Source: an optimization exercise on an open RTL-to-GDS flow (aim: small area and a short achievable clock period). Production flows keep margins and buffers that such runs may drop. In this exercise RTL edits were held to simulation tests only and were not proved equivalent to the original. Power figures rest on the tool's default switching activity, not on a simulated workload.

File: flow/constraint.sdc
create_clock -name core_clock -period 13.0 [get_ports {clk}]
set_input_delay 2.6000 -clock core_clock [delete_from_list [all_inputs] [get_ports {clk}]]
set_output_delay 2.6000 -clock core_clock [all_outputs]
set_load 0.01 [all_outputs]
File: flow/flow/genmodels.py
import re, sys
lib = open(sys.argv[1]).read()
out = []
# split into cells
for m in re.finditer(r'\n\s*cell\s*\(\s*"?([\w]+)"?\s*\)\s*\{', lib):
    name = m.group(1)
    start = m.end()
    depth = 1; i = start
    while depth:
        c = lib[i]
        if c == '{': depth += 1
        elif c == '}': depth -= 1
        i += 1
    body = lib[start:i]
    if re.search(r'\b(ff|latch|statetable|ff_bank)\s*\(', body):
        continue
    pins = []
    for pm in re.finditer(r'\n\s*pin\s*\(\s*"?(\w+)"?\s*\)\s*\{', body):
        ps = pm.end(); d = 1; j = ps
        while d:
            c = body[j]
            if c == '{': d += 1
            elif c == '}': d -= 1
            j += 1
        pb = body[ps:j]
        dm = re.search(r'direction\s*:\s*"?(\w+)"?', pb)
        fm = re.search(r'\bfunction\s*:\s*"([^"]*)"', pb)
        pins.append((pm.group(1), dm.group(1) if dm else None, fm.group(1) if fm else None))
    ins = [p for p in pins if p[1] == 'input']
    outs = [p for p in pins if p[1] == 'output']
    if not outs or any(o[2] is None for o in outs):
        continue
    bad = False
    lines = []
    for o in outs:
        f = o[2].replace('+', '|').replace('*', '&')
        f = re.sub(r"(\w+)'", r"(!\1)", f)
        if re.search(r'VPWR|VGND|KAPWR|LOWLV|SLEEP', f):
            bad = True
        lines.append(f"  assign {o[0]} = {f};")
    if bad:
        continue
    ports = [p[0] for p in ins] + [o[0] for o in outs]
    s = f"module {name}({', '.join(ports)});\n"
    for p in ins:
        s += f"  input {p[0]};\n"
    for o in outs:
        s += f"  output {o[0]};\n"
    s += "\n".join(lines) + "\nendmodule\n"
    out.append(s)
print("\n".join(out))
File: flow/flow/flow.env
LAYOUT_ARGS=("BUFFER_PORTS_ARGS=-buffer_cell sky130_fd_sc_hd__buf_1" "SETUP_SLACK_MARGIN=8.9" "CTS_ARGS=-sink_clustering_enable -repair_clock_nets -dont_use_dummy_load -buf_list sky130_fd_sc_hd__clkbuf_8")
File: flow/flow/stitch.py
#!/usr/bin/env python3
"""Give the registers of a netlist made by our own synthesis the names and cell
types that the standard synthesis gave them. Registers are matched by the net
their Q pin drives (the register's name in the RTL). Exits with status 1, and
writes nothing, unless both netlists have exactly the same registers."""
import re, sys

cell_re = re.compile(r'^  (sky130_fd_sc_hd__\w+)\s+(\S+)\s*\((.*?)\);\n', re.S | re.M)
pin_re = re.compile(r'\.(\w+)\(([^()]*)\)')

def flops(src):
    out = {}
    for m in cell_re.finditer(src):
        t = m.group(1)
        if not t.startswith('sky130_fd_sc_hd__df'):
            continue
        pins = dict((p, n.strip()) for p, n in pin_re.findall(m.group(3)))
        out[pins['Q']] = (t, m.group(2), m.span())
    return out

std = open(sys.argv[1]).read()
mine = open(sys.argv[2]).read()
fs, fm = flops(std), flops(mine)
if set(fs) != set(fm):
    print('register sets differ:', sorted(set(fs) ^ set(fm))[:20], file=sys.stderr)
    sys.exit(1)
base = lambda t: re.sub(r'_\d+$', '', t)
for q in fs:
    if base(fs[q][0]) != base(fm[q][0]):
        print('register', q, 'cell', fm[q][0], 'standard', fs[q][0], file=sys.stderr)
        sys.exit(1)
names = set(n for _, n, _ in fm.values())
out, pos = [], 0
for q, (t, n, (s, e)) in sorted(fm.items(), key=lambda kv: kv[1][2][0]):
    out.append(mine[pos:s])
    seg = mine[s:e]
    st, sn, _ = fs[q]
    seg = seg.replace(t + ' ' + n, st + ' ' + sn, 1)
    out.append(seg)
    pos = e
out.append(mine[pos:])
res = ''.join(out)
# the standard names must not collide with other instances
for q, (st, sn, _) in fs.items():
    if len(re.findall(r'\s' + re.escape(sn) + r'\s*\(', res)) != 1:
        print('name clash for', sn, file=sys.stderr)
        sys.exit(1)
open(sys.argv[3], 'w').write(res)
print(f'stitch: {len(fs)} registers renamed', file=sys.stderr)
File: flow/flow/abc_area.script
strash
dc2
balance; rewrite; refactor; balance; rewrite; rewrite -z; balance; refactor -z; rewrite -z; balance
balance; resub -K 6; rewrite; resub -K 6 -N 2; refactor; resub -K 8; balance; resub -K 8 -N 2; rewrite; resub -K 10; rewrite -z; resub -K 10 -N 2; balance; resub -K 12; refactor -z; resub -K 12 -N 2; rewrite -z; balance
dch -f
amap
topo
File: flow/flow/netfix.py
#!/usr/bin/env python3
"""Peephole clean-up of a mapped netlist written by yosys write_verilog:
an inverter fed by another inverter is removed and its loads are moved to the
first inverter's input; inverters left without loads are removed too."""
import re, sys

src = open(sys.argv[1]).read()
cell_re = re.compile(r'^  (sky130_fd_sc_hd__\w+)\s+(\S+)\s*\((.*?)\);\n', re.S | re.M)
pin_re = re.compile(r'\.(\w+)\(([^()]*)\)')
OUTS = ('X', 'Y', 'Q', 'Q_N', 'SUM', 'COUT', 'HI', 'LO')

cells = []
for m in cell_re.finditer(src):
    pins = [(p, n.strip()) for p, n in pin_re.findall(m.group(3))]
    cells.append({'type': m.group(1), 'name': m.group(2), 'pins': pins, 'span': m.span(), 'dead': False})

keep = set()
for m in re.finditer(r'^\s*(?:input|output|inout)\s+(?:\[[^\]]*\]\s*)?([^;]+);', src, re.M):
    for n in m.group(1).split(','):
        keep.add(n.strip())
for m in re.finditer(r'^\s*assign\s+(.*?)\s*=\s*(.*?);', src, re.M):
    keep.add(m.group(1).strip())
    keep.add(m.group(2).strip())
def is_kept(net):
    return net in keep or net.split('[')[0].strip() in keep

def is_inv(c):
    return re.match(r'sky130_fd_sc_hd__(clk)?inv_\d+$', c['type']) is not None

drv = {}
loads = {}
def index():
    drv.clear(); loads.clear()
    for i, c in enumerate(cells):
        if c['dead']:
            continue
        for p, n in c['pins']:
            if p in OUTS:
                drv[n] = i
            else:
                loads.setdefault(n, []).append(i)
index()

changed = True
removed = 0
while changed:
    changed = False
    for b in cells:
        if b['dead'] or not is_inv(b):
            continue
        pa = dict(b['pins'])
        ai = drv.get(pa['A'])
        if ai is None:
            continue
        a = cells[ai]
        if not is_inv(a):
            continue
        x = dict(a['pins'])['A']
        y = pa['Y']
        if is_kept(y):
            continue
        for li in loads.get(y, []):
            c = cells[li]
            c['pins'] = [(p, x if (n == y and p not in OUTS) else n) for p, n in c['pins']]
        b['dead'] = True
        removed += 1
        index()
        ay = dict(a['pins'])['Y']
        if not loads.get(ay) and not is_kept(ay):
            a['dead'] = True
            removed += 1
            index()
        changed = True

# a gate whose only load is an inverter becomes the gate of the other polarity
MERGE = {'nor2_1': 'or2_1', 'nand2_1': 'and2_1', 'nor3_1': 'or3_1', 'nand3_1': 'and3_1',
         'nor4_1': 'or4_1', 'nand4_1': 'and4_1', 'a21oi_1': 'a21o_1', 'o21ai_0': 'o21a_1',
         'o21ai_1': 'o21a_1', 'a22oi_1': 'a22o_1', 'o22ai_1': 'o22a_1', 'a211oi_1': 'a211o_1',
         'o211ai_1': 'o211a_1', 'a31oi_1': 'a31o_1', 'o31ai_1': 'o31a_1', 'xnor2_1': 'xor2_1',
         'xor2_1': 'xnor2_1', 'nor2b_1': 'or2b_1', 'nand2b_1': 'and2b_1', 'a21boi_0': 'a21bo_1',
         'o21bai_1': 'o21ba_1', 'nor3b_1': 'or3b_1', 'nand3b_1': 'and3b_1',
         'a2bb2oi_1': 'a2bb2o_1', 'o2bb2ai_1': 'o2bb2a_1', 'mux2i_1': 'mux2_1'}
merged = 0
for b in cells:
    if b['dead'] or not is_inv(b):
        continue
    pa = dict(b['pins'])
    gi = drv.get(pa['A'])
    if gi is None:
        continue
    g = cells[gi]
    short = g['type'].replace('sky130_fd_sc_hd__', '')
    if short not in MERGE:
        continue
    n = pa['A']
    if is_kept(n) or len(loads.get(n, [])) != 1:
        continue
    g['type'] = 'sky130_fd_sc_hd__' + MERGE[short]
    g['pins'] = [(('X' if p in ('Y', 'X') else p), (pa['Y'] if p in ('Y', 'X') else x)) for p, x in g['pins']]
    b['dead'] = True
    merged += 1
    index()
print(f'netfix: merged {merged} gate and inverter pairs', file=sys.stderr)

out = []
pos = 0
for c in cells:
    s, e = c['span']
    out.append(src[pos:s])
    if not c['dead']:
        body = ',\n'.join(f'    .{p}({n}{" " if n.startswith(chr(92)) else ""})' for p, n in c['pins'])
        out.append(f"  {c['type']} {c['name']} (\n{body}\n  );\n")
    pos = e
out.append(src[pos:])
open(sys.argv[2], 'w').write(''.join(out))
print(f'netfix: removed {removed} inverters', file=sys.stderr)
File: flow/design.v
package game_cfg_pkg;
   localparam int refresh_default = 255;     
   localparam int field_bottom = 479;        
   localparam int rod_len       = 100;       
   localparam int rod_thick     = 10;        
   localparam int rod_step      = 10;        
   localparam int rod_start_top = 260;
   localparam int left_rod_x    = 5;         
   localparam int right_rod_x   = 625;       
   localparam int ball_start  = 300;         
   localparam int ball_radius = 8;
   localparam int ball_speed  = 3;           
   localparam int serve_h     = 4;           
   localparam int serve_v     = 3;           
   localparam int goal_low      = 140;
   localparam int goal_high     = 340;
   localparam int wall_gap_low  = 200;
   localparam int wall_gap_high = 280;
   localparam int top_bounce    = 20;
   localparam int bottom_bounce = 460;
   localparam logic [2:0] col_field     = 3'b010;  
   localparam logic [2:0] col_frame     = 3'b111;  
   localparam logic [2:0] col_left_rod  = 3'b001;  
   localparam logic [2:0] col_right_rod = 3'b100;  
   localparam logic [2:0] col_ball      = 3'b111;  
   localparam logic [2:0] col_blank     = 3'b000;
endpackage
package game_types_pkg;
   typedef logic signed [10:0] coord_t;
   typedef logic signed [3:0] vel_t;         
   typedef logic [2:0] rgb_t;                
   typedef struct packed {
      logic up;
      logic down;
   } rod_btn_t;
   typedef struct packed {
      logic [9:0] x;                         
      logic [8:0] y;                         
      logic       video_on;                  
   } pixel_t;
   typedef struct packed {
      coord_t x;
      coord_t y;
   } ball_t;
endpackage
`timescale 1ns/1ps
module game_ctrl (
   input  logic clk,
   input  logic reset,
   input  logic goal_right_mouth,  
   input  logic goal_left_mouth,   
   output logic frame_tick,        
   output logic serve_left,        
   output logic score1,
   output logic score2
);
   logic [7:0] lfsr;
   logic       low_zero;
   assign low_zero = (lfsr[6:0] == 7'd0);
   always_ff @(posedge clk or posedge reset)
   begin
      if (reset)
      begin
         lfsr       <= 8'd0;
         frame_tick <= 1'b1;
      end
      else
      begin
         lfsr       <= {lfsr[6:0], lfsr[7] ^ lfsr[5] ^ lfsr[4] ^ lfsr[3] ^ low_zero};
         frame_tick <= low_zero && lfsr[7];
      end
   end
   logic goal_q;
   always_ff @(posedge clk or posedge reset)
   begin
      if (reset)
      begin
         serve_left <= 1'b0;
         goal_q     <= 1'b0;
      end
      else
      begin
         goal_q <= goal_right_mouth || goal_left_mouth;
         if (goal_right_mouth)
            serve_left <= 1'b0;
         else if (goal_left_mouth)
            serve_left <= 1'b1;
      end
   end
   assign score1 = goal_q && !serve_left;
   assign score2 = goal_q && serve_left;
endmodule
`timescale 1ns/1ps
module rod_mover (
   input  logic       clk,
   input  logic       reset,
   input  logic       frame_tick,
   input  logic [1:0] btn,           
   output logic [7:0] rod_half       
);
   always_ff @(posedge clk or posedge reset)
   begin
      if (reset)
         rod_half <= 8'd130;
      else if (frame_tick)
      begin
         if (btn[1] && (rod_half != 8'd5))         
            rod_half <= rod_half - 8'd5;
         else if (btn[0] && (rod_half != 8'd185))
            rod_half <= rod_half + 8'd5;
      end
   end
endmodule
`timescale 1ns/1ps
module ball_mover (
   input  logic               clk,
   input  logic               reset,
   input  logic               frame_tick,
   input  logic               serve,
   input  logic               serve_left,
   input  logic [7:0]         left_half,     
   input  logic [7:0]         right_half,
   output logic [10:0]        xl,            
   output logic [10:0]        yl,
   output logic               goal_right_mouth,
   output logic               goal_left_mouth
);
   logic v_zero, vx_neg, vx_4, vy_neg;
   logic in_mouth, off_gap, top_wall, bot_wall, x_right, x_left;
   logic x_hit_r, x_hit_l;
   assign in_mouth = (yl >= 11'd132) && (yl <= 11'd332);     
   assign off_gap  = !((yl >= 11'd192) && (yl <= 11'd272));  
   assign top_wall = (yl <= 11'd11) || (yl >= 11'd1016);     
   assign bot_wall = (yl >= 11'd453) && (yl <= 11'd1015);    
   assign x_right  = (xl >= 11'd622) && (xl <= 11'd1015);    
   assign x_left   = (xl >= 11'd1016) && (xl <= 11'd2043);   
   assign x_hit_r  = (xl >= 11'd614) && (xl <= 11'd622);     
   assign x_hit_l  = (xl >= 11'd4) && (xl <= 11'd9);         
   logic [7:0] t_sel;
   logic [8:0] w;
   logic       y_hit;
   assign t_sel = xl[9] ? right_half : left_half;
   assign w     = {1'b0, yl[8:1]} - {1'b0, t_sel} + 9'd4;       
   assign y_hit = (yl[10:9] == 2'b00) && ((w <= 9'd49) || (w == 9'd50 && !yl[0]));
   logic hit_right, hit_left;
   assign hit_right = y_hit && x_hit_r;
   assign hit_left  = y_hit && x_hit_l;
   assign goal_right_mouth = frame_tick && in_mouth && (xl >= 11'd629) && (xl <= 11'd1015);   
   assign goal_left_mouth  = frame_tick && in_mouth && x_left;
   logic goal, move;
   assign goal = goal_right_mouth || goal_left_mouth;
   assign move = frame_tick && !v_zero;
   logic [3:0]  xa, ya;
   logic [10:0] tx, ty;
   logic [10:0] xl_next, yl_next;
   assign xa = {1'b0, xl[2:0]} + (vx_neg ? (vx_4 ? 4'd4 : 4'd5) : (vx_4 ? 4'd4 : 4'd3));
   assign ya = {1'b0, yl[2:0]} + (vy_neg ? 4'd5 : 4'd3);
   always_comb
   begin
      tx[3] = move && (xa[3] ^ vx_neg);
      ty[3] = move && (ya[3] ^ vy_neg);
      for (int i = 4; i < 11; i++)
      begin
         tx[i] = tx[i-1] && (xl[i-1] ^ vx_neg);
         ty[i] = ty[i-1] && (yl[i-1] ^ vy_neg);
      end
      xl_next[2:0] = move ? xa[2:0] : xl[2:0];
      yl_next[2:0] = move ? ya[2:0] : yl[2:0];
      for (int i = 3; i < 11; i++)
      begin
         xl_next[i] = xl[i] ^ tx[i];
         yl_next[i] = yl[i] ^ ty[i];
      end
   end
   always_ff @(posedge clk or posedge reset)
   begin
      if (reset)
      begin
         xl <= 11'd292;
         yl <= 11'd292;
      end
      else if (goal)
      begin
         xl <= 11'd292;
         yl <= 11'd292;
      end
      else
      begin
         xl <= xl_next;
         yl <= yl_next;
      end
   end
   always_ff @(posedge clk or posedge reset)
   begin
      if (reset)
      begin
         v_zero <= 1'b1;
         vx_neg <= 1'b0;
         vx_4   <= 1'b0;
         vy_neg <= 1'b0;
      end
      else if (serve)
      begin
         v_zero <= 1'b0;
         vx_neg <= serve_left;
         vx_4   <= 1'b1;
         vy_neg <= serve_left;
      end
      else if (frame_tick)
      begin
         if (goal)
            v_zero <= 1'b1;
         if (top_wall)
            vy_neg <= 1'b0;
         else if (bot_wall)
            vy_neg <= 1'b1;
         if (!top_wall && !bot_wall && x_right && off_gap)
         begin
            vx_neg <= 1'b1;
            vx_4   <= 1'b0;
         end
         else if (!top_wall && !bot_wall && x_left && off_gap)
         begin
            vx_neg <= 1'b0;
            vx_4   <= 1'b0;
         end
         else if (hit_right)
         begin
            vx_neg <= 1'b1;
            vx_4   <= 1'b0;
         end
         else if (hit_left)
         begin
            vx_neg <= 1'b0;
            vx_4   <= 1'b0;
         end
      end
   end
endmodule
`timescale 1ns/1ps
module pixel_renderer (
   input  logic               clk,
   input  logic               reset,
   input  logic [19:0]        pix,
   input  logic [10:0]        xl,            
   input  logic [10:0]        yl,
   input  logic [7:0]         left_half,
   input  logic [7:0]         right_half,
   output logic [2:0]         rgb
);
   function automatic logic ge8c(input logic [7:0] a, input logic [7:0] b, input logic cin);
      logic c;
      c = cin;
      for (int i = 0; i < 8; i++)
         c = (a[i] & ~b[i]) | ((a[i] | ~b[i]) & c);
      ge8c = c;
   endfunction
   function automatic logic sum_zero6(input logic [5:0] p, input logic [5:0] q, input logic cin);
      logic ok;
      ok = !(p[0] ^ q[0] ^ cin);
      for (int i = 1; i < 6; i++)
         ok = ok & ((p[i] ^ q[i]) == (p[i-1] | q[i-1]));
      sum_zero6 = ok;
   endfunction
   logic [9:0] px;
   logic [8:0] py;
   logic       vo;
   assign px = pix[19:10];
   assign py = pix[9:1];
   assign vo = pix[0];
   logic on_frame, on_left, on_right, on_ball;
   logic f_top, f_bot, f_lft, f_rgt, f_rows;
   assign f_top  = (py[8:3] == 6'd0) && (!py[2] || (!py[1] && !py[0]));           
   assign f_bot  = py[8] && py[7] && py[6]
                   && (py[5] || (py[4] && py[3] && (py[2] || (py[1] && py[0]))));   
   assign f_lft  = (px[9:3] == 7'd0) && (!px[2] || (!px[1] && !px[0]));           
   assign f_rgt  = px[9] && (px[6:3] == 4'hf) && (px[2] || (px[1] && px[0]));     
   assign f_rows = (py < 9'd140) || (py > 9'd340);
   assign on_frame = f_top || f_bot || (f_rows && (f_lft || f_rgt));
   logic [7:0] q, qm;
   logic       q_low;
   assign q     = py[8:1];
   assign qm    = q - 8'd50;
   assign q_low = (q < 8'd50);
   logic [7:0] t_side;
   logic       on_rows;
   assign t_side  = px[9] ? right_half : left_half;
   assign on_rows = ge8c(q, t_side, py[0]) && (q_low || !ge8c(qm, t_side, 1'b1));
   assign on_left  = on_rows && (px[9:4] == 6'd0) && (px[3:0] > 4'd5) && (px[3:0] < 4'd15);    
   assign on_right = on_rows && px[9] && (px[6:4] == 3'd7)
                     && (px[3:0] > 4'd1) && (px[3:0] < 4'd11);                             
   logic [5:0] ax, ay;             
   logic       hx, hy;
   assign ax = {1'b0, px[4:0]} - {1'b0, xl[4:0]};
   assign ay = {1'b0, py[4:0]} - {1'b0, yl[4:0]};
   assign hx = sum_zero6({1'b0, px[9:5]}, ~xl[10:5], !ax[5]);
   assign hy = sum_zero6({2'b00, py[8:5]}, ~yl[10:5], !ay[5]);
   logic [3:0] adx, ady;
   assign adx = (ax[4] || ax[3]) ? 4'(ax[3:0] - 4'd8) : 4'(4'd8 - ax[3:0]);
   assign ady = (ay[4] || ay[3]) ? 4'(ay[3:0] - 4'd8) : 4'(4'd8 - ay[3:0]);
   logic inx, iny;
   assign inx = hx && (!ax[4] || ax[3:0] == 4'd0);
   assign iny = hy && (!ay[4] || ay[3:0] == 4'd0);
   logic [3:0] wmax;
   always_comb
   begin
      case (ady)
         4'd0:                wmax = 4'd8;
         4'd1, 4'd2, 4'd3:    wmax = 4'd7;
         4'd4, 4'd5:          wmax = 4'd6;
         4'd6:                wmax = 4'd5;
         4'd7:                wmax = 4'd3;
         default:             wmax = 4'd0;
      endcase
   end
   assign on_ball = inx && iny && (adx <= wmax);
   logic [2:0] col_nb_next;
   assign col_nb_next[0] = vo && (on_frame || on_left);                 
   assign col_nb_next[1] = vo && !on_left && !on_right;                 
   assign col_nb_next[2] = vo && (on_frame || on_right);                
   logic       ball_q;
   logic [2:0] col_nb_q;
   always_ff @(posedge clk or posedge reset)
   begin
      if (reset)
      begin
         ball_q   <= 1'b0;
         col_nb_q <= 3'b000;
      end
      else
      begin
         ball_q   <= on_ball;
         col_nb_q <= col_nb_next;
      end
   end
   logic field_q;                          
   assign field_q = col_nb_q[1] && !col_nb_q[0];
   assign rgb = ball_q ? {3{field_q}} : col_nb_q;
endmodule
`timescale 1ns/1ps
module foosball_top (
   input  logic                     clk,
   input  logic                     reset,
   input  logic                     stop_ball,
   input  game_types_pkg::rod_btn_t left_btn,
   input  game_types_pkg::rod_btn_t right_btn,
   input  game_types_pkg::pixel_t   pix,
   output game_types_pkg::rgb_t     rgb,
   output logic                     score1,
   output logic                     score2
);
   logic frame_tick, serve_left;
   logic goal_right_mouth, goal_left_mouth;
   logic [7:0] left_half, right_half;
   logic [10:0] xl, yl;
   game_ctrl u_ctrl (
      .clk              (clk),
      .reset            (reset),
      .goal_right_mouth (goal_right_mouth),
      .goal_left_mouth  (goal_left_mouth),
      .frame_tick       (frame_tick),
      .serve_left       (serve_left),
      .score1           (score1),
      .score2           (score2)
   );
   rod_mover left_rod  (.clk(clk), .reset(reset), .frame_tick(frame_tick),
                        .btn(left_btn), .rod_half(left_half));
   rod_mover right_rod (.clk(clk), .reset(reset), .frame_tick(frame_tick),
                        .btn(right_btn), .rod_half(right_half));
   ball_mover u_ball (
      .clk              (clk),
      .reset            (reset),
      .frame_tick       (frame_tick),
      .serve            (stop_ball),
      .serve_left       (serve_left),
      .left_half        (left_half),
      .right_half       (right_half),
      .xl               (xl),
      .yl               (yl),
      .goal_right_mouth (goal_right_mouth),
      .goal_left_mouth  (goal_left_mouth)
   );
   pixel_renderer u_render (
      .clk        (clk),
      .reset      (reset),
      .pix        (pix),
      .xl         (xl),
      .yl         (yl),
      .left_half  (left_half),
      .right_half (right_half),
      .rgb        (rgb)
   );
endmodule
File: flow/flow/abc_speed.script
strash
dc2
balance; rewrite; refactor; balance; rewrite; rewrite -z; balance; refactor -z; rewrite -z; balance
dch -f
map
topo
stime -p
buffer -p
upsize
dnsize
stime -p
File: flow/flow/run.sh
#!/bin/bash
# Own layout flow: the standard synthesis, then the combinational logic between the
# registers is mapped again by ABC (registers, their names and cell types are kept as
# the standard synthesis made them): the logic in front of the rgb registers for delay,
# the rest for area. Then the standard layout steps from floorplan to finish.
set -euo pipefail
WORK=$(pwd)
HERE=$(cd "$(dirname "$0")" && pwd)
R=$WORK/orfs/results/$FLOW_PLATFORM/foosball_top/base
LIB=$FLOW_HOME/platforms/$FLOW_PLATFORM/lib/sky130_fd_sc_hd__tt_025C_1v80.lib
YOSYS=$FLOW_HOME/../tools/install/yosys/bin/yosys
[ -x "$YOSYS" ] || YOSYS=$(command -v yosys)

CRIT_SCRIPT=${CRIT_SCRIPT:-abc_speed.script}
REST_SCRIPT=${REST_SCRIPT:-abc_area.script}
LAYOUT_ARGS=()
[ -f "$HERE/flow.env" ] && source "$HERE/flow.env"

# 1. standard synthesis
bash standard.sh synth > "$WORK/log_1_synth.log" 2>&1
cp "$R/1_2_yosys.v" "$WORK/std_1_2_yosys.v"

# 2. remap the combinational logic
python3 "$HERE/genmodels.py" "$LIB" > "$WORK/comb_models.v"
DU=""
for c in $(sed -n '/DONT_USE_CELLS += /,/^$/p' "$FLOW_HOME/platforms/$FLOW_PLATFORM/config.mk" | grep -o 'sky130_fd_sc_hd__[a-z0-9_]*'); do
   DU="$DU -dont_use $c"
done
printf 'set_driving_cell sky130_fd_sc_hd__buf_1\nset_load 5\n' > "$WORK/abc.constr"
# 2a. our own synthesis of the design (Yosys's generic synthesis, without the fsm
# and share passes, flattened), mapped the same way; its registers then get the
# names and cell types the standard synthesis gave them
cat > "$WORK/own_synth.ys" <<EOY
read_liberty -lib $LIB
read_verilog -defer -sv $WORK/design.v
hierarchy -check -top $FLOW_TOP
synth -top $FLOW_TOP -flatten -nofsm -noshare
opt -purge
rename -wire
dfflibmap -liberty $LIB $DU
opt
techmap
opt -purge
select -set dw c:u_render.* %ci1:+sky130_fd_sc_hd__dfrtp_1[D] w:* %i
select -set crit @dw %ci*:-sky130_fd_sc_hd__dfrtp_1,sky130_fd_sc_hd__dfstp_2
select -set critg @crit t:\$_* %i
abc -liberty $LIB $DU -constr $WORK/abc.constr -script $HERE/$CRIT_SCRIPT @critg
abc -liberty $LIB $DU -constr $WORK/abc.constr -script $HERE/$REST_SCRIPT t:\$_*
opt_clean -purge
chtype -map sky130_fd_sc_hd__clkinv_1 sky130_fd_sc_hd__inv_1
opt_merge -share_all t:sky130_fd_sc_hd__df* %n
opt_clean -purge
hilomap -singleton -hicell sky130_fd_sc_hd__conb_1 HI -locell sky130_fd_sc_hd__conb_1 LO
insbuf -buf sky130_fd_sc_hd__buf_4 A X
splitnets
opt_clean -purge
rename -hide w:*\$func\$*
opt_clean -purge
tee -o $WORK/own_stat.txt stat -liberty $LIB
check -assert -mapped
write_verilog -noattr -noexpr -nohex -nodec $WORK/own_1_2_yosys.v
EOY

# 2b. fallback: the standard netlist's combinational logic mapped again
cat > "$WORK/remap.ys" <<EOY
read_liberty -lib $LIB
read_verilog $WORK/std_1_2_yosys.v
hierarchy -top $FLOW_TOP
techmap -map $WORK/comb_models.v
techmap
opt -purge
select -set dw c:u_render.* %ci1:+sky130_fd_sc_hd__dfrtp_1[D] w:* %i
select -set crit @dw %ci*:-sky130_fd_sc_hd__dfrtp_1,sky130_fd_sc_hd__dfstp_2
select -set critg @crit t:\$_* %i
abc -liberty $LIB $DU -constr $WORK/abc.constr -script $HERE/$CRIT_SCRIPT @critg
abc -liberty $LIB $DU -constr $WORK/abc.constr -script $HERE/$REST_SCRIPT t:\$_*
opt_clean -purge
chtype -map sky130_fd_sc_hd__clkinv_1 sky130_fd_sc_hd__inv_1
opt_merge -share_all t:sky130_fd_sc_hd__df* %n
opt_clean -purge
hilomap -singleton -hicell sky130_fd_sc_hd__conb_1 HI -locell sky130_fd_sc_hd__conb_1 LO
insbuf -buf sky130_fd_sc_hd__buf_4 A X
splitnets
opt_clean -purge
tee -o $WORK/remap_stat.txt stat -liberty $LIB
check -assert -mapped
write_verilog -noattr -noexpr -nohex -nodec $WORK/remap_1_2_yosys.v
EOY

if "$YOSYS" -s "$WORK/own_synth.ys" > "$WORK/log_2_own_synth.log" 2>&1 \
   && python3 "$HERE/stitch.py" "$WORK/std_1_2_yosys.v" "$WORK/own_1_2_yosys.v" "$WORK/remap_1_2_yosys.v" > "$WORK/log_2_stitch.log" 2>&1; then
   echo "own synthesis used" >> "$WORK/log_2_stitch.log"
else
   echo "own synthesis not used: remapping the standard netlist" >> "$WORK/log_2_stitch.log"
   "$YOSYS" -s "$WORK/remap.ys" > "$WORK/log_2_remap.log" 2>&1
fi
python3 "$HERE/netfix.py" "$WORK/remap_1_2_yosys.v" "$WORK/netfix_1_2_yosys.v" > "$WORK/log_2_netfix.log" 2>&1
cp "$WORK/netfix_1_2_yosys.v" "$R/1_2_yosys.v"
rm -f "$R/1_synth.odb" "$R/1_synth.sdc"

# 3. the standard layout from the remapped netlist
bash standard.sh "${LAYOUT_ARGS[@]}" finish > "$WORK/log_3_layout.log" 2>&1
File: flow/standard.sh
#!/bin/bash
# synth_recipe.tcl (not shown) runs the flow's synth.tcl, then flattens the netlist and writes it again
# the make line also repeats each setting of config.mk as NAME=value (left out here)
make -C /OpenROAD-flow-scripts/flow DESIGN_CONFIG=/design/flow/config.mk WORK_HOME=/design/flow/orfs CLKGATE_MAP_FILE= SYNTH_SCRIPT=/design/flow/synth_recipe.tcl "${@:-finish}"
File: flow/config.mk
export PLATFORM = sky130hd
export DESIGN_NAME = foosball_top
export DESIGN_NICKNAME = foosball_top
export VERILOG_FILES = /design/flow/design.v
export SDC_FILE = /design/flow/constraint.sdc
export NUM_CORES = 4
export LEC_CHECK = 0
export CAP_MARGIN = 20
export CORE_MARGIN = 2
export CORE_UTILIZATION = 40
export SLEW_MARGIN = 20
==> results.sh, run 1 <==
export IMPL_die_area_um2=12700
export IMPL_cellInternalPower_uw=256
export IMPL_cts_htree_levels=3
export IMPL_ctsRootBufferMaster="sky130_fd_sc_hd__clkbuf_8"
export IMPL_grt_antenna_before_repair=0
export IMPL_fp_dieH_um=113
export IMPL_combinationalPowerShare_pct=13.8
export IMPL_clock_path_buffers=2
export IMPL_insertion_delay_ns=0.35
export IMPL_drt_iter0_markers=547
export IMPL_worst_hold_path_class="reg2reg"
export IMPL_layout_min_cycle_time_ns=3.96
export IMPL_syn_avg_cell_area_um2=6.83
export IMPL_grt_overflow_total=0
export IMPL_drt_met1_wl_um=6260
export IMPL_placedInstanceArea_um2=5020
export IMPL_critical_path_required_ns=10.40
export IMPL_endpoint_kind="output port"
export IMPL_nFillCells=1169
export IMPL_placementRows=39
export IMPL_r2r_cells=20
export IMPL_layout_common_cells="124 x sky130_fd_sc_hd__nor2_1, 96 x sky130_fd_sc_hd__inv_1, 83 x sky130_fd_sc_hd__nand2_1"
export IMPL_drv_slew=0
export IMPL_max_clock_freq_mhz=253
export IMPL_tritoncts_clock_tree="yes"
export IMPL_synthesis_area_um2=4730
export IMPL_max_slew_margin_rel_pct=42.1
export IMPL_setup_repair_after_global_routing_missed_its_margin="no"
export IMPL_met3_wirelength_um=894
export IMPL_cp_start_kind="register"
export IMPL_worstSetupStartpoint="u_render.ball_q"
export IMPL_type_of_the_setup_path_with_the_least_slack="reg2out"
export IMPL_placeableCoreArea_um2=11500
export IMPL_port_buffers=31
export IMPL_grt_first_pass_wirelength_um=22500
export IMPL_post_route_period_util_pct=30.4
export IMPL_dr_total_vias=5066
export IMPL_final_hold_viol_count=0
export IMPL_fin_worst_skew_ns=0.0120
export IMPL_floorplan_initialDensity_pct=41.2
export IMPL_pwr_share_seq_pct=51.3
export IMPL_setup_viol=0
export IMPL_worstReg2RegStart="u_ball.xl[9]"
export IMPL_cts_clk_slew_worst_paths_ns=0.06
export IMPL_chipWidth_um=113
export IMPL_power_uw=352
export IMPL_nets=764
export IMPL_dr_pass1_iters=5
export IMPL_topRoutingLayerUsed="met4"
export IMPL_synth_fp_nets=719
export IMPL_power_ir_vdd_worst_mv=0.0481
export IMPL_via_per_inst=5.77
export IMPL_yosysWarnings=4
export IMPL_num_antenna_cells=0
export IMPL_cellLeakagePower_nw=2.25
export IMPL_worst_r2r_setup_slack_ns=9.45
export IMPL_drc_errors=0
export IMPL_first_global_vias=4606
export IMPL_setup_worst_path_end="rgb[0]"
export IMPL_track_usage_pct=21.9
export IMPL_max_slew_worst_pin_slew_ns=0.857
export IMPL_cp_arrival_ns=1.36
export IMPL_cap_violations=0
export IMPL_met2WireLength_um=5800
export IMPL_grt_start_max_net_pins=58
export IMPL_drive_gt1_share_pct=8.98
export IMPL_synthesis_instances=692
export IMPL_tritoncts_num_sinks=57
export IMPL_hpwl_after_detailed_placement_um=10200
export IMPL_switching_power_uw=96.7
export IMPL_path_max_fanout=4
export IMPL_power_clock_fraction_pct=34.9
export IMPL_routabilityCongestion=0.907
export IMPL_post_route_cell_area_um2=5190
export IMPL_power_share_switching_pct=27.4
export IMPL_final_antenna_net_count=0
export IMPL_setup_tns_final_ns=0
export IMPL_route_final_wire_length_um=13400
export IMPL_routed_wire_length_per_instance_um=15.2
export IMPL_p_per_area_nw_per_um2=67.9
export IMPL_cts_buffers_inserted=9
export IMPL_mostFrequentLayoutCell="sky130_fd_sc_hd__nor2_1"
export IMPL_outcome="no timing/DRC/antenna violations"
export IMPL_area_delta_synth_final_pct=9.81
export IMPL_top_level_pins=32
export IMPL_worstReg2RegEnd="u_ball.vx_neg"
==> cell type report <==
cell class                 instances  area (um2)  share of cell area, %
multi-input combinational        528        2890                   55.7
sequential                        57        1450                   27.8
inverter                         106         402                   7.73
tap                              143         179                   3.44
timing repair buffer              35         151                   2.91
clock buffer                       9         124                   2.38
==> critical path: stages, from the launching register on <==
cell and delay [ns]:
sky130_fd_sc_hd__dfrtp_1 0.43, sky130_fd_sc_hd__a21boi_0 0.24, sky130_fd_sc_hd__nand2_1 0.09, sky130_fd_sc_hd__o21ai_0 0.07, sky130_fd_sc_hd__buf_1 0.18
==> metrics by stage <==
step           utilization, %  instances  hold WS, ns  worst slack [ns]
2_1_floorplan               -        692        0.355              8.98
3_5_place_dp             43.8        866        0.361              8.41
3_3_place_gp             43.8        866        0.370              8.47
4_1_cts                  44.9        875        0.385              8.99
6_report                 45.3        878        0.383              9.04
5_1_grt                  45.3        878        0.391              8.90
==> routing by layer <==
| layer | vias up | track usage [%] |
|---|---|---|
| li1 | 2523 | - |
| met1 | 2302 | 31.3 |
| met2 | 214 | 32.9 |
| met3 | 27 | 2.46 |
| met4 | 0 | 10.8 |
| met5 | - | 0 |
==> registers in the layout (all words and copies together) (netlist names), 3 cells and up <==
name	flops
left_rod.rod_half	8
u_ball.xl	11
u_ctrl.lfsr	8
u_render.col_nb_q	3
u_ball.yl	11
right_rod.rod_half	8
==> power by group through the flow <==
stage,combinational [mW],sequential [mW],clock [mW]
finish,0.0488,0.181,0.123
global route,0.0553,0.181,0.137
CTS,0.0482,0.180,0.129
detailed placement,0.0480,0.184,0
global placement,0.0472,0.184,0
floorplan,0.0335,0.183,0
==> worst min-delay path by stage <==
stage	start	endpoint	slack, ns	cells past startpoint
6_report	u_ctrl.lfsr[1]	u_ctrl.lfsr[2]	0.38	0
5_1_grt	u_ctrl.lfsr[1]	u_ctrl.lfsr[2]	0.39	0
4_1_cts	u_ctrl.lfsr[1]	u_ctrl.lfsr[2]	0.38	0
3_5_place_dp	u_ctrl.lfsr[1]	u_ctrl.lfsr[2]	0.36	0
3_3_place_gp	u_ctrl.lfsr[1]	u_ctrl.lfsr[2]	0.37	0
2_1_floorplan	u_ctrl.lfsr[2]	u_ctrl.lfsr[3]	0.35	0
==> timing repair <==
| item | CTS | global route |
|---|---|---|
| setup endpoints to repair | 3 | 13 |
| pin swaps | 0 | 0 |
| hold buffers | 0 | 0 |
| setup buffers | 0 | 3 |
| resized for setup | 1 | 10 |
==> run 2, diff against run 1 <==
--- a/flow/flow/run.sh
+++ b/flow/flow/run.sh
@@ -41,7 +41,7 @@
 opt
 techmap
 opt -purge
-select -set dw c:u_render.* %ci1:+sky130_fd_sc_hd__dfrtp_1[D] w:* %i
+select -set dw c:u_render.* c:left_half* %u c:right_half* %u c:left_rod.* %u c:right_rod.* %u %ci1:+sky130_fd_sc_hd__dfrtp_1,sky130_fd_sc_hd__dfstp_2[D] w:* %i
 select -set crit @dw %ci*:-sky130_fd_sc_hd__dfrtp_1,sky130_fd_sc_hd__dfstp_2
 select -set critg @crit t:\$_* %i
 abc -liberty $LIB $DU -constr $WORK/abc.constr -script $HERE/$CRIT_SCRIPT @critg
@@ -69,7 +69,7 @@
 techmap -map $WORK/comb_models.v
 techmap
 opt -purge
-select -set dw c:u_render.* %ci1:+sky130_fd_sc_hd__dfrtp_1[D] w:* %i
+select -set dw c:u_render.* c:left_half* %u c:right_half* %u c:left_rod.* %u c:right_rod.* %u %ci1:+sky130_fd_sc_hd__dfrtp_1,sky130_fd_sc_hd__dfstp_2[D] w:* %i
 select -set crit @dw %ci*:-sky130_fd_sc_hd__dfrtp_1,sky130_fd_sc_hd__dfstp_2
 select -set critg @crit t:\$_* %i
 abc -liberty $LIB $DU -constr $WORK/abc.constr -script $HERE/$CRIT_SCRIPT @critg
==> flow/flow/flow.env (replaced) <==
LAYOUT_ARGS=("BUFFER_PORTS_ARGS=-buffer_cell sky130_fd_sc_hd__buf_1" "SETUP_SLACK_MARGIN=9.1" "CTS_ARGS=-sink_clustering_enable -repair_clock_nets -dont_use_dummy_load -buf_list sky130_fd_sc_hd__clkbuf_8")
--- a/flow/flow/netfix.py
+++ b/flow/flow/netfix.py
@@ -96,7 +96,8 @@
     if is_kept(n) or len(loads.get(n, [])) != 1:
         continue
     g['type'] = 'sky130_fd_sc_hd__' + MERGE[short]
-    g['pins'] = [(('X' if p in ('Y', 'X') else p), (pa['Y'] if p in ('Y', 'X') else x)) for p, x in g['pins']]
+    opin = 'Y' if MERGE[short].startswith('xnor') else 'X'
+    g['pins'] = [((opin if p in ('Y', 'X') else p), (pa['Y'] if p in ('Y', 'X') else x)) for p, x in g['pins']]
     b['dead'] = True
     merged += 1
     index()
==> run 2 against run 1 <==
  * First-iteration DRC count down 8.4%
  * Synthesized cell count fell by 2.2%
  * Area after synthesis is 0.98% lower
  * Final cell count fell by 1.0%
  * Clock skew is 0.015 ns higher
  * Clock power hardly changed
  * Die area fell by 0.94%
  * Global-route usage is 0.21 points lower
  * Hold slack better by 0.0015 ns
  * Via count fell by 2.6%
  * Non-clock buffer count is 7 higher
  * Critical path depth rose by 8
  * Critical path type is now in2reg
  * Critical endpoint is now u_render.ball_q
==> results.sh, run 2 <==
export IMPL_ctsRootBufferMaster="sky130_fd_sc_hd__clkbuf_8"
export IMPL_largest_regs="u_ball.xl (11), u_ball.yl (11)"
export IMPL_num_antenna_cells=0
export IMPL_final_hold_viol_count=0
export IMPL_cp_cell_sequence="buf_4, inv_2, nand2_2, nand2_1, inv_1, nand2_1, nor2_1, a21oi_2, a21o_1, nor4_2, o2111ai_1, a21oi_1"
export IMPL_synthesis_area_um2=4680
export IMPL_track_usage_pct=21.7
export IMPL_via_per_inst=5.68
export IMPL_fin_worst_skew_ns=0.0271
export IMPL_p_per_area_nw_per_um2=66.1
export IMPL_cts_buffers_inserted=9
export IMPL_route_final_wire_length_um=13400
export IMPL_max_slew_margin_rel_pct=50.5
export IMPL_fp_dieH_um=112
export IMPL_setup_viol=0
export IMPL_placed_cells=850
export IMPL_first_global_vias=4615
export IMPL_yosysWarnings=4
export IMPL_placedInstanceArea_um2=4980
export IMPL_die_area_um2=12600
export IMPL_cp_start_kind="input pin"
export IMPL_drive_gt1_share_pct=13.5
export IMPL_layout_common_cells="98 x sky130_fd_sc_hd__nand2_1, 97 x sky130_fd_sc_hd__inv_1, 94 x sky130_fd_sc_hd__nor2_1"
export IMPL_worst_path_largest_cell_delay_ns=0.25
export IMPL_drv_slew=0
export IMPL_synthesis_instances=677
export IMPL_worst_hold_path_class="reg2reg"
export IMPL_top_level_pins=32
export IMPL_max_clock_freq_mhz=258
export IMPL_final_antenna_net_count=0
export IMPL_drc_errors=0
export IMPL_floorplan_initialDensity_pct=41.0
export IMPL_power_uw=357
export IMPL_outcome="no timing/DRC/antenna violations"
export IMPL_worst_setup_slack_after_placement_ns=8.37
export IMPL_number_of_gates_on_the_worst_path_with_buffers_counted=12
export IMPL_nFillCells=1158
export IMPL_grt_first_pass_wirelength_um=22400
export IMPL_syn_avg_cell_area_um2=6.92
export IMPL_worst_r2r_setup_slack_ns=9.42
export IMPL_insertion_delay_ns=0.36
export IMPL_mostFrequentLayoutCell="sky130_fd_sc_hd__nand2_1"
export IMPL_area_delta_synth_final_pct=15.4
export IMPL_cpMaxStageDelayCell="sky130_fd_sc_hd__nor2_1"
export IMPL_cp_arrival_ns=4.16
export IMPL_worst_hold_slack_ns=0.384
export IMPL_non_filler_cells_final=869
export IMPL_grt_antenna_before_repair=0
export IMPL_nets=755
export IMPL_type_of_the_setup_path_with_the_least_slack="in2reg"
export IMPL_tritoncts_num_sinks=57
export IMPL_setup_slack_after_layout_ns=9.12
export IMPL_chipWidth_um=112
export IMPL_most_frequent_cell_on_the_critical_path="sky130_fd_sc_hd__nand2_1"
export IMPL_cts_clk_slew_worst_paths_ns=0.07
export IMPL_critical_path_top_delay_family="simple AND/OR/NAND/NOR gates"
export IMPL_grt_overflow_total=0
export IMPL_post_route_period_util_pct=29.9
export IMPL_tritoncts_clock_tree="yes"
export IMPL_endpoint_kind="register"
export IMPL_setup_repair_after_global_routing_missed_its_margin="yes"
export IMPL_placeableCoreArea_um2=11400
export IMPL_synth_fp_nets=704
export IMPL_max_slew_worst_pin_slew_ns=0.743
export IMPL_final_util_pct=47.3
export IMPL_routabilityCongestion=0.955
export IMPL_grt_start_max_net_pins=58
export IMPL_setup_tns_final_ns=0
export IMPL_layout_min_cycle_time_ns=3.88
export IMPL_cap_violations=0
export IMPL_hpwl_after_detailed_placement_um=9980
export IMPL_post_route_cell_area_um2=5400
export IMPL_drt_iter0_markers=501
export IMPL_power_ir_vdd_worst_mv=0.0491
export IMPL_critical_path_required_ns=13.27
export IMPL_r2r_cells=15
export IMPL_cellLeakagePower_nw=2.40
export IMPL_clock_path_buffers=2
export IMPL_placementRows=39
export IMPL_path_max_fanout=4
export IMPL_hold_path_depth=0
export IMPL_dr_total_vias=4934
export IMPL_cts_htree_levels=3
export IMPL_routed_wire_length_per_instance_um=15.4
export IMPL_dr_pass1_iters=5
export IMPL_port_buffers=31
export IMPL_worst_path_buf_inv=3
run 2: cell type report:
cell class / instances / area [um2] / area share [%]
Clock buffer: 9 / 124 / 2.29
Inverter: 106 / 408 / 7.55
Tap cell: 143 / 179 / 3.31
Multi-Input combinational cell: 512 / 3000 / 55.6
Timing Repair Buffer: 42 / 245 / 4.54
Sequential cell: 57 / 1450 / 26.7
run 2: path summary, 6_finish.rpt:
path,from,endpoint
max reg2reg,u_ball.yl[2],u_ball.vx_neg
min in group asynchronous,reset,u_ctrl.lfsr[5]
max,pix[2],u_render.ball_q
min,u_ctrl.lfsr[6],u_ctrl.lfsr[7]
min reg2reg,u_ctrl.lfsr[6],u_ctrl.lfsr[7]
max in group asynchronous,reset,u_ball.xl[9]
run 2: power by group:
group | switching [mW] | total, mW | leakage [nW] | internal [mW]
registers | 0.00114 | 0.180 | 0.709 | 0.179
clock network | 0.0649 | 0.126 | 0.0647 | 0.0613
logic | 0.0335 | 0.0513 | 1.63 | 0.0178
run 2: per-layer routing:
| metal | vias up | part of all wire (%) | GRT usage, % |
|---|---|---|---|
| met5 | - | 0 | 0 |
| met4 | 0 | 1.6 | 6.50 |
| met3 | 18 | 4.6 | 3.08 |
| met2 | 134 | 46 | 34.7 |
| met1 | 2336 | 48 | 30.7 |
| li1 | 2446 | - | - |
run 2: what timing repair did:
action	4_1_cts	5_1_grt
endpoints found under the setup margin	8	8
gates cloned	0	0
pin swaps	1	19
setup buffers	1	9
hold buffers	0	0
resized for setup	12	69
run 2: worst reg2reg max path, delay by kind of cell (launching register included):
kind	cells	cell delay, ns
compound gates	9	1.45
simple gates	3	1.02
flops	1	0.67
buf+inv	3	0.32
==> run 3, diff against run 2 <==
==> flow/flow/flow.env (replaced) <==
LAYOUT_ARGS=("BUFFER_PORTS_ARGS=-buffer_cell sky130_fd_sc_hd__buf_1" "SETUP_SLACK_MARGIN=8.7" "CTS_ARGS=-sink_clustering_enable -repair_clock_nets -dont_use_dummy_load -buf_list sky130_fd_sc_hd__clkbuf_8")
==> run 3 against run 2 <==
  * Critical path depth fell by 1
  * Maximum frequency fell by 3.9%
  * Sequential power barely moved
  * Sequential cell count did not move
  * Utilization fell by 2.0 points
  * Design area fell by 4.2%
  * Worst setup slack got worse by 0.16 ns
  * Hold slack got worse by 0.0048 ns
  * Largest power group unchanged
==> results.sh, run 3 <==
export IMPL_fp_dieH_um=112
export IMPL_drt_met1_wl_um=6250
export IMPL_mostFrequentLayoutCell="sky130_fd_sc_hd__nand2_1"
export IMPL_cellLeakagePower_nw=2.33
export IMPL_layout_min_cycle_time_ns=4.04
export IMPL_synthesis_area_um2=4680
export IMPL_cts_clk_slew_worst_paths_ns=0.07
export IMPL_worst_path_largest_cell_delay_ns=0.31
export IMPL_drv_slew=0
export IMPL_power_ir_vdd_worst_mv=0.0384
export IMPL_max_clock_freq_mhz=248
export IMPL_drc_errors=0
export IMPL_routed_wire_length_per_instance_um=15.3
export IMPL_placementRows=39
export IMPL_worst_r2r_setup_slack_ns=9.26
export IMPL_max_slew_margin_rel_pct=51.3
export IMPL_clock_path_buffers=2
export IMPL_setup_repair_after_global_routing_missed_its_margin="no"
export IMPL_synth_fp_nets=704
export IMPL_placeableCoreArea_um2=11400
export IMPL_grt_overflow_total=0
export IMPL_top_level_pins=32
export IMPL_cap_violations=0
export IMPL_topRoutingLayerUsed="met4"
export IMPL_floorplan_initialDensity_pct=41.0
export IMPL_final_hold_viol_count=0
export IMPL_yosysWarnings=4
export IMPL_cp_cell_sequence="buf_1, inv_2, or2_1, nand2_1, nand2_1, o21ai_0, o22ai_1, a221oi_1, o221ai_1, nand4_1, and3_1"
export IMPL_setup_tns_final_ns=0
export IMPL_drt_iter0_markers=318
export IMPL_worst_path_buf_inv=2
export IMPL_tritoncts_num_sinks=57
export IMPL_max_slew_worst_pin_slew_ns=0.731
export IMPL_via_per_inst=5.62
export IMPL_cp_start_kind="input pin"
export IMPL_port_buffers=31
export IMPL_grt_first_pass_wirelength_um=21900
export IMPL_most_frequent_cell_on_the_critical_path="sky130_fd_sc_hd__nand2_1"
export IMPL_synthesis_instances=677
export IMPL_dr_pass1_iters=7
export IMPL_p_per_area_nw_per_um2=68.0
export IMPL_nets=753
export IMPL_post_route_period_util_pct=31.1
export IMPL_cpMaxStageDelayCell="sky130_fd_sc_hd__a221oi_1"
export IMPL_met3_wirelength_um=702
export IMPL_layout_common_cells="107 x sky130_fd_sc_hd__nand2_1, 100 x sky130_fd_sc_hd__inv_1, 97 x sky130_fd_sc_hd__nor2_1"
export IMPL_setup_viol=0
export IMPL_critical_path_required_ns=13.28
export IMPL_cts_buffers_inserted=9
export IMPL_drive_gt1_share_pct=7.73
export IMPL_grt_start_max_net_pins=58
export IMPL_die_area_um2=12600
export IMPL_insertion_delay_ns=0.35
export IMPL_cts_htree_levels=3
export IMPL_track_usage_pct=21.5
export IMPL_ctsRootBufferMaster="sky130_fd_sc_hd__clkbuf_8"
export IMPL_outcome="no timing/DRC/antenna violations"
export IMPL_path_max_fanout=6
export IMPL_final_antenna_net_count=0
export IMPL_endpoint_kind="register"
export IMPL_post_cts_hold_buffer_count=0
export IMPL_type_of_the_setup_path_with_the_least_slack="in2reg"
export IMPL_chipWidth_um=112
export IMPL_grt_antenna_before_repair=0
export IMPL_worst_hold_slack_ns=0.380
export IMPL_routabilityCongestion=0.957
export IMPL_first_global_vias=4532
export IMPL_hpwl_after_detailed_placement_um=10000
export IMPL_dr_total_vias=4877
export IMPL_fin_worst_skew_ns=0.0282
export IMPL_largest_regs="u_ball.xl (11), u_ball.yl (11)"
export IMPL_syn_avg_cell_area_um2=6.92
export IMPL_worst_hold_path_class="reg2reg"
export IMPL_met2WireLength_um=5910
export IMPL_tritoncts_clock_tree="yes"
export IMPL_area_delta_synth_final_pct=10.5
export IMPL_route_final_wire_length_um=13300
export IMPL_cp_arrival_ns=4.32
export IMPL_critical_path_top_delay_family="compound AO/OA/AOI/OAI gates"
## run 3: worst paths after layout
kind                                 from                   end  cells past startpoint
max                                pix[3]  u_render.col_nb_q[1]                     11
min                        u_ctrl.lfsr[0]        u_ctrl.lfsr[1]                      0
max reg2reg                  u_ball.xl[9]         u_ball.vx_neg                     17
min reg2reg                u_ctrl.lfsr[0]        u_ctrl.lfsr[1]                      0
max in group asynchronous           reset          u_ball.xl[9]                      3
min in group asynchronous           reset        u_ctrl.lfsr[0]                      3
## run 3: per-stage QoR
step / std cells / total power, mW / area, um2 / utilization [%] / setup WS, ns
6_report: 868 / 0.352 / 5170 / 45.3 / 8.96
5_1_grt: 867 / 0.370 / 5170 / 45.3 / 8.72
4_1_cts: 859 / 0.356 / 5100 / 44.7 / 8.91
3_5_place_dp: 850 / 0.228 / 4980 / 43.6 / 8.28
3_3_place_gp: 850 / 0.227 / 4980 / 43.6 / 8.44
2_1_floorplan: 677 / 0.213 / 4680 / - / 9.02
## run 3: layer usage
| metal | up-vias | GRT usage (%) |
|---|---|---|
| met5 | - | 0 |
| met3 | 29 | 3.29 |
| met4 | 0 | 9.02 |
| met2 | 157 | 33.3 |
| li1 | 2446 | - |
| met1 | 2245 | 30.0 |
## run 3: final cells by class
| type | instances | area, um2 |
|---|---|---|
| diodes | 1 | 2.50 |
| clock buffers | 9 | 124 |
| fillers | 1201 | 6240 |
| inverters | 106 | 402 |
| multi-input cells | 512 | 2840 |
| flip-flops and latches | 57 | 1440 |
| well taps | 143 | 179 |
| repair buffers | 40 | 185 |
## run 3: worst reg2reg max path, delay by kind of cell, from the launching register on
family | cells | cell delay [ns]
AO/OA/AOI/OAI | 10 | 1.66
AND/OR/NAND/NOR | 3 | 0.99
flip-flops | 1 | 0.51
buffers and inverters | 4 | 0.43
## run 3: power breakdown
group	switching, mW	leakage, nW	internal [mW]
registers	0.00115	0.709	0.179
clock network	0.0654	0.0647	0.0613
logic	0.0310	1.55	0.0142
total	0.0976	2.33	0.254
## run 3: what timing repair did
item / CTS / global route
resized for setup: 1 / 3
setup endpoints to repair: 3 / 2
cloned: 0 / 0
setup buffers: 0 / 8
==> run 4, diff against run 3 <==
==> flow/flow/abc_speed2.script (new file) <==
strash
dc2
balance; rewrite; refactor; balance; rewrite; rewrite -z; balance; refactor -z; rewrite -z; balance
dch -f
map
topo
upsize
dnsize
==> flow/flow/flow.env (replaced) <==
CRIT_SCRIPT=abc_speed2.script
LAYOUT_ARGS=("BUFFER_PORTS_ARGS=-buffer_cell sky130_fd_sc_hd__buf_1" "SETUP_SLACK_MARGIN=8.9" "CTS_ARGS=-sink_clustering_enable -repair_clock_nets -dont_use_dummy_load -buf_list sky130_fd_sc_hd__clkbuf_8")
==> run 4 against run 3 <==
  * Still clean on timing, DRC and antenna
  * Area after synthesis is 1.5% lower
  * Utilization is 1.3 points higher
  * Total power is 0.82% higher
  * Hold slack better by 0.00097 ns
  * Critical endpoint is now u_render.ball_q
  * Highest routed layer unchanged
==> results.sh, run 4 <==
export IMPL_pwr_share_seq_pct=50.7
export IMPL_final_antenna_net_count=0
export IMPL_worst_hold_path_class="reg2reg"
export IMPL_placeableCoreArea_um2=11300
export IMPL_setup_repair_after_global_routing_missed_its_margin="no"
export IMPL_switching_power_uw=98.4
export IMPL_final_hold_viol_count=0
export IMPL_power_ir_vdd_worst_mv=0.0540
export IMPL_worstSetupStartpoint="pix[2]"
export IMPL_fin_worst_skew_ns=0.0301
export IMPL_top_level_pins=32
export IMPL_power_share_switching_pct=27.8
export IMPL_power_clock_fraction_pct=35.8
export IMPL_ctsRootBufferMaster="sky130_fd_sc_hd__clkbuf_8"
export IMPL_hpwl_after_detailed_placement_um=9910
export IMPL_grt_start_max_net_pins=58
export IMPL_setup_slack_after_layout_ns=9.02
export IMPL_area_delta_synth_final_pct=14.5
export IMPL_cts_buffers_inserted=9
export IMPL_routed_wire_length_per_instance_um=15.2
export IMPL_max_slew_margin_rel_pct=40.4
export IMPL_largest_regs="u_ball.xl (11), u_ball.yl (11)"
export IMPL_nets=762
export IMPL_cts_htree_levels=3
export IMPL_tritoncts_clock_tree="yes"
export IMPL_type_of_the_setup_path_with_the_least_slack="in2reg"
export IMPL_yosysWarnings=4
export IMPL_placed_cells=850
export IMPL_first_global_vias=4478
export IMPL_r2r_cells=17
export IMPL_drv_slew=0
export IMPL_outcome="no timing/DRC/antenna violations"
export IMPL_max_slew_worst_pin_slew_ns=0.886
export IMPL_path_max_fanout=4
export IMPL_synthesis_area_um2=4610
export IMPL_route_final_wire_length_um=13300
export IMPL_track_usage_pct=21.4
export IMPL_post_cts_hold_buffer_count=0
export IMPL_cap_violations=0
export IMPL_via_per_inst=5.66
export IMPL_dr_pass1_iters=5
export IMPL_worst_setup_slack_after_placement_ns=8.46
export IMPL_post_route_period_util_pct=30.6
export IMPL_non_filler_cells_final=876
export IMPL_fp_dieH_um=111
export IMPL_hold_path_startpoint="u_ctrl.lfsr[0]"
export IMPL_setup_tns_final_ns=0
export IMPL_dr_total_vias=4958
export IMPL_final_util_pct=46.6
export IMPL_cp_arrival_ns=4.21
export IMPL_cellLeakagePower_nw=2.40
export IMPL_syn_avg_cell_area_um2=6.83
export IMPL_synthesis_instances=675
export IMPL_chipWidth_um=111
export IMPL_setup_viol=0
export IMPL_grt_first_pass_wirelength_um=21800
export IMPL_drc_errors=0
export IMPL_layout_common_cells="106 x sky130_fd_sc_hd__nand2_1, 102 x sky130_fd_sc_hd__inv_1, 97 x sky130_fd_sc_hd__nor2_1"
export IMPL_drive_gt1_share_pct=10.4
export IMPL_grt_antenna_before_repair=0
export IMPL_cp_start_kind="input pin"
export IMPL_p_per_area_nw_per_um2=67.2
export IMPL_synth_fp_nets=702
export IMPL_num_antenna_cells=0
export IMPL_routabilityCongestion=0.927
export IMPL_clock_path_buffers=2
export IMPL_port_buffers=31
export IMPL_combinationalPowerShare_pct=13.5
export IMPL_cts_clk_slew_worst_paths_ns=0.07
export IMPL_endpoint_kind="register"
export IMPL_layout_min_cycle_time_ns=3.98
export IMPL_floorplan_initialDensity_pct=40.7
export IMPL_insertion_delay_ns=0.35
export IMPL_drt_iter0_markers=345
export IMPL_worstReg2RegStart="u_ball.xl[9]"
export IMPL_die_area_um2=12400
export IMPL_hold_path_depth=0
export IMPL_placementRows=39
export IMPL_cellInternalPower_uw=256
export IMPL_mostFrequentLayoutCell="sky130_fd_sc_hd__nand2_1"
export IMPL_critical_path_required_ns=13.22
export IMPL_grt_overflow_total=0
export IMPL_tritoncts_num_sinks=57
export IMPL_max_clock_freq_mhz=251
run 4: layer usage:
metal | routed length [um] | vias to the layer above | track usage (%) | share of wire (%)
met5 | 0 | - | 0 | 0
met4 | 370 | 0 | 8.15 | 2.8
met3 | 662 | 25 | 3.27 | 5.0
met2 | 5920 | 134 | 32.5 | 44
met1 | 6400 | 2344 | 30.9 | 48
li1 | - | 2455 | - | -
run 4: timing repair:
item,CTS,global route
pin swaps,0,12
gates cloned,0,0
gates resized for setup,2,33
endpoints found under the setup margin,5,3
setup buffers,0,17
run 4: power by group through the flow:
stage	combinational, mW	sequential (mW)	clock [mW]
floorplan	0.0296	0.182	0
global placement	0.0432	0.183	0
detailed placement	0.0443	0.183	0
CTS	0.0445	0.180	0.132
global route	0.0546	0.180	0.139
finish	0.0479	0.180	0.127
run 4: worst max-delay path: stages:
cell,delay [ns]
sky130_fd_sc_hd__clkbuf_2,0.11
sky130_fd_sc_hd__nand2_1,0.10
sky130_fd_sc_hd__a21boi_1,0.16
sky130_fd_sc_hd__o211ai_1,0.24
sky130_fd_sc_hd__nand3_2,0.18
sky130_fd_sc_hd__buf_4,0.17
sky130_fd_sc_hd__o21ai_0,0.11
sky130_fd_sc_hd__nor2_1,0.07
sky130_fd_sc_hd__a21oi_1,0.20
sky130_fd_sc_hd__a22oi_1,0.10
sky130_fd_sc_hd__o2111ai_1,0.11
sky130_fd_sc_hd__a21oi_1,0.06
run 4: cell type report:
| cell class | instances | area, um2 |
|---|---|---|
| flip-flops and latches | 57 | 1450 |
| well taps | 143 | 179 |
| inverters | 106 | 402 |
| clock buffers | 9 | 124 |
| repair buffers | 49 | 274 |
| fillers | 1165 | 6040 |
| multi-input cells | 512 | 2860 |
run 4: worst paths after layout:
kind                                             end  slack [ns]
worst max register to register         u_ball.vx_neg        9.31
min in group asynchronous       left_rod.rod_half[4]        2.45
worst min-delay path                  u_ctrl.lfsr[1]        0.38
max in group asynchronous               u_ball.xl[9]        9.99
worst max-delay path                 u_render.ball_q        9.02
worst min register to register        u_ctrl.lfsr[1]        0.38
run 4: per-stage QoR:
step,total power [mW],instance area [um2],hold slack [ns]
finish,0.355,5280,0.381
global route,0.373,5280,0.394
CTS,0.356,5040,0.386
detailed placement,0.227,4910,0.372
global placement,0.226,4910,0.367
floorplan,0.212,4610,0.355
==> run 5, diff against run 4 <==
==> flow/flow/flow.env (replaced) <==
LAYOUT_ARGS=("BUFFER_PORTS_ARGS=-buffer_cell sky130_fd_sc_hd__buf_1" "SETUP_SLACK_MARGIN=8.9" "CTS_ARGS=-sink_clustering_enable -repair_clock_nets -dont_use_dummy_load -buf_list sky130_fd_sc_hd__clkbuf_8")
removed: flow/flow/abc_speed2.script
==> run 5 against run 4 <==
  * Clock power barely moved
  * Routed wire length rose by 0.27%
  * Global-route usage rose by 0.060 points
  * Critical endpoint is now rgb[2]
  * Utilization fell by 0.81 points
  * Combinational power fell by 4%
  * Still clean
  * Clock skew fell by 0.0026 ns
  * Non-clock buffer count fell by 7
  * Hold slack got worse by 0.00097 ns
  * Worst setup slack improved by 0.077 ns
  * Critical path depth fell by 8
==> results.sh, run 5 <==
export IMPL_cp_start_kind="register"
export IMPL_fp_dieH_um=112
export IMPL_clock_path_buffers=2
export IMPL_synthesis_area_um2=4680
export IMPL_max_clock_freq_mhz=256
export IMPL_grt_antenna_before_repair=0
export IMPL_insertion_delay_ns=0.35
export IMPL_cp_cell_sequence="a21boi_1, nand2_1, o21ai_0, buf_1"
export IMPL_cts_clk_slew_worst_paths_ns=0.07
export IMPL_area_delta_synth_final_pct=11.7
export IMPL_critical_path_top_delay_family="flip-flops"
export IMPL_met3_capacity_usage_during_global_routing_pct=3.29
export IMPL_top_level_pins=32
export IMPL_layout_common_cells="107 x sky130_fd_sc_hd__nand2_1, 100 x sky130_fd_sc_hd__inv_1, 96 x sky130_fd_sc_hd__nor2_1"
export IMPL_syn_avg_cell_area_um2=6.92
export IMPL_drt_iter0_markers=362
export IMPL_nets=755
export IMPL_yosysWarnings=4
export IMPL_layout_min_cycle_time_ns=3.91
export IMPL_post_route_period_util_pct=30.0
export IMPL_floorplan_initialDensity_pct=41.0
export IMPL_final_hold_viol_count=0
export IMPL_grt_use_met1_pct=30.0
export IMPL_cpMaxStageDelayCell="sky130_fd_sc_hd__dfrtp_1"
export IMPL_track_usage_pct=21.5
export IMPL_cp_arrival_ns=1.31
export IMPL_cts_buffers_inserted=9
export IMPL_worst_path_largest_cell_delay_ns=0.43
export IMPL_dr_pass1_iters=5
export IMPL_endpoint_kind="output port"
export IMPL_critical_path_required_ns=10.40
export IMPL_ctsRootBufferMaster="sky130_fd_sc_hd__clkbuf_8"
export IMPL_nFillCells=1189
export IMPL_port_buffers=31
export IMPL_placedInstanceArea_um2=4980
export IMPL_power_ir_vdd_worst_mv=0.0384
export IMPL_placeableCoreArea_um2=11400
export IMPL_cellLeakagePower_nw=2.36
export IMPL_drive_gt1_share_pct=9.64
export IMPL_non_filler_cells_final=870
export IMPL_grt_met2_usage_pct=33.3
export IMPL_placementRows=39
export IMPL_setup_repair_after_global_routing_missed_its_margin="no"
export IMPL_path_max_fanout=4
export IMPL_chipWidth_um=112
export IMPL_via_per_inst=5.67
export IMPL_power_uw=352
export IMPL_final_antenna_net_count=0
export IMPL_largest_regs="u_ball.xl (11), u_ball.yl (11)"
export IMPL_drc_errors=0
export IMPL_drv_slew=0
export IMPL_post_route_cell_area_um2=5230
export IMPL_synth_fp_nets=704
export IMPL_p_per_area_nw_per_um2=67.3
export IMPL_placed_cells=850
export IMPL_grt_first_pass_wirelength_um=21900
export IMPL_hpwl_after_detailed_placement_um=10000
export IMPL_mostFrequentLayoutCell="sky130_fd_sc_hd__nand2_1"
export IMPL_post_cts_hold_buffer_count=0
export IMPL_fin_worst_skew_ns=0.0275
export IMPL_worst_hold_path_class="reg2reg"
export IMPL_tritoncts_clock_tree="yes"
export IMPL_worst_path_buf_inv=1
export IMPL_routed_wire_length_per_instance_um=15.4
export IMPL_grt_start_max_net_pins=58
export IMPL_max_slew_worst_pin_slew_ns=0.735
export IMPL_first_global_vias=4532
export IMPL_route_final_wire_length_um=13400
export IMPL_cap_violations=0
export IMPL_busiest_metal_layer_after_global_routing="met2"
export IMPL_max_slew_margin_rel_pct=51.0
export IMPL_setup_viol=0
export IMPL_synthesis_instances=677
export IMPL_routabilityCongestion=0.957
export IMPL_outcome="no timing/DRC/antenna violations"
export IMPL_type_of_the_setup_path_with_the_least_slack="reg2out"
export IMPL_cts_htree_levels=3
export IMPL_tritoncts_num_sinks=57
export IMPL_dr_total_vias=4936
export IMPL_die_area_um2=12600
export IMPL_setup_tns_final_ns=0
export IMPL_grt_overflow_total=0
==> run 5: final cells by class <==
cell class	instances	area, um2	area share [%]
well taps	143	179	3.42
clock buffers	9	124	2.37
diodes	1	2.50	0.0478
repair buffers	42	208	3.97
inverters	106	402	7.68
flip-flops and latches	57	1440	27.6
multi-input cells	512	2880	54.9
==> run 5: stage by stage <==
| stage | hold slack, ns | setup WS (ns) | util, % |
|---|---|---|---|
| floorplan | 0.355 | 9.02 | - |
| global placement | 0.365 | 8.44 | 43.6 |
| detailed placement | 0.363 | 8.28 | 43.6 |
| CTS | 0.383 | 8.91 | 44.7 |
| global route | 0.387 | 8.91 | 45.8 |
| finish | 0.380 | 9.09 | 45.8 |
==> run 5: power breakdown <==
group / leakage, nW / internal, mW / switching [mW]
Clock: 0.0647 / 0.0613 / 0.0650
Combinational: 1.59 / 0.0147 / 0.0313
Sequential: 0.709 / 0.179 / 0.00117
Total: 2.36 / 0.255 / 0.0975
==> run 5: repair_timing <==
item,4_1_cts,5_1_grt
gates cloned,0,0
gates resized for setup,1,21
setup endpoints to repair,3,7
buffers inserted,0,10
==> run 5: per-layer routing <==
layer,wire [um],vias to the layer above
li1,-,2451
met1,6270,2282
met2,5980,170
met3,721,33
met4,415,0
met5,0,-
==> run 5: worst register-to-register path, stage by stage, from the launching register on <==
cell                         delay [ns]
sky130_fd_sc_hd__dfrtp_2           0.48
sky130_fd_sc_hd__clkinvlp_4        0.22
sky130_fd_sc_hd__o22ai_1           0.21
sky130_fd_sc_hd__inv_1             0.07
sky130_fd_sc_hd__a22oi_1           0.19
sky130_fd_sc_hd__o21ai_0           0.14
sky130_fd_sc_hd__o21ai_0           0.13
sky130_fd_sc_hd__inv_1             0.07
sky130_fd_sc_hd__o21ai_1           0.18
sky130_fd_sc_hd__inv_1             0.06
sky130_fd_sc_hd__o21ai_0           0.19
sky130_fd_sc_hd__o21ai_0           0.17
sky130_fd_sc_hd__o221a_1           0.15
sky130_fd_sc_hd__or4_1             0.59
sky130_fd_sc_hd__nor4_4            0.21
sky130_fd_sc_hd__o32ai_1           0.16
sky130_fd_sc_hd__nor3_1            0.19
sky130_fd_sc_hd__a21oi_1           0.05
==> run 5: path summary, 6_finish.rpt <==
| path | start | to | slack, ns | depth (start not counted) |
|---|---|---|---|---|
| max | u_render.ball_q | rgb[2] | 9.09 | 4 |
| max in group asynchronous | reset | u_ball.xl[9] | 10.05 | 3 |
| min reg2reg | u_ctrl.lfsr[0] | u_ctrl.lfsr[1] | 0.38 | 0 |
| max reg2reg | u_ball.xl[9] | u_ball.vx_neg | 9.40 | 17 |
| min | u_ctrl.lfsr[0] | u_ctrl.lfsr[1] | 0.38 | 0 |
| min in group asynchronous | reset | u_ctrl.lfsr[0] | 2.44 | 3 |

[port drivers added, routing unchanged]
How much do the figures lean on ideal ports? The routed layouts below were timed once more, with nothing changed but the port constraints. Step 1 assumes that a clkbuf_16 drives the clock port and a buf_2 every other input. Step 2 moves the port delays by t, midway between the first and last clock arrival at a register: inputs arrive t later, outputs are due t later. That takes back most of the time a late clock gives input paths. Three values: ideal, step 1, step 2; two values: the first two.
| run | t, ns | setup slack, ns | cell pins on the clock port's net |
|---|---|---|---|
| run 1 | 0.372 | 9.044 / 9.012 / 8.708 | 1 |
| run 2 | 0.379 | 9.117 / 9.104 / 8.749 | 1 |
| run 3 | 0.368 | 8.961 / 8.964 / 8.596 | 1 |
| run 4 | 0.370 | 9.017 / 9.000 / 8.645 | 1 |
| run 5 | 0.366 | 9.094 / 9.060 / 8.768 | 1 |
After both steps every run listed still meets setup and hold. The setup slack of run 4, which loses most, moves by -0.017 ns with the drivers and by -0.372 ns with both steps.
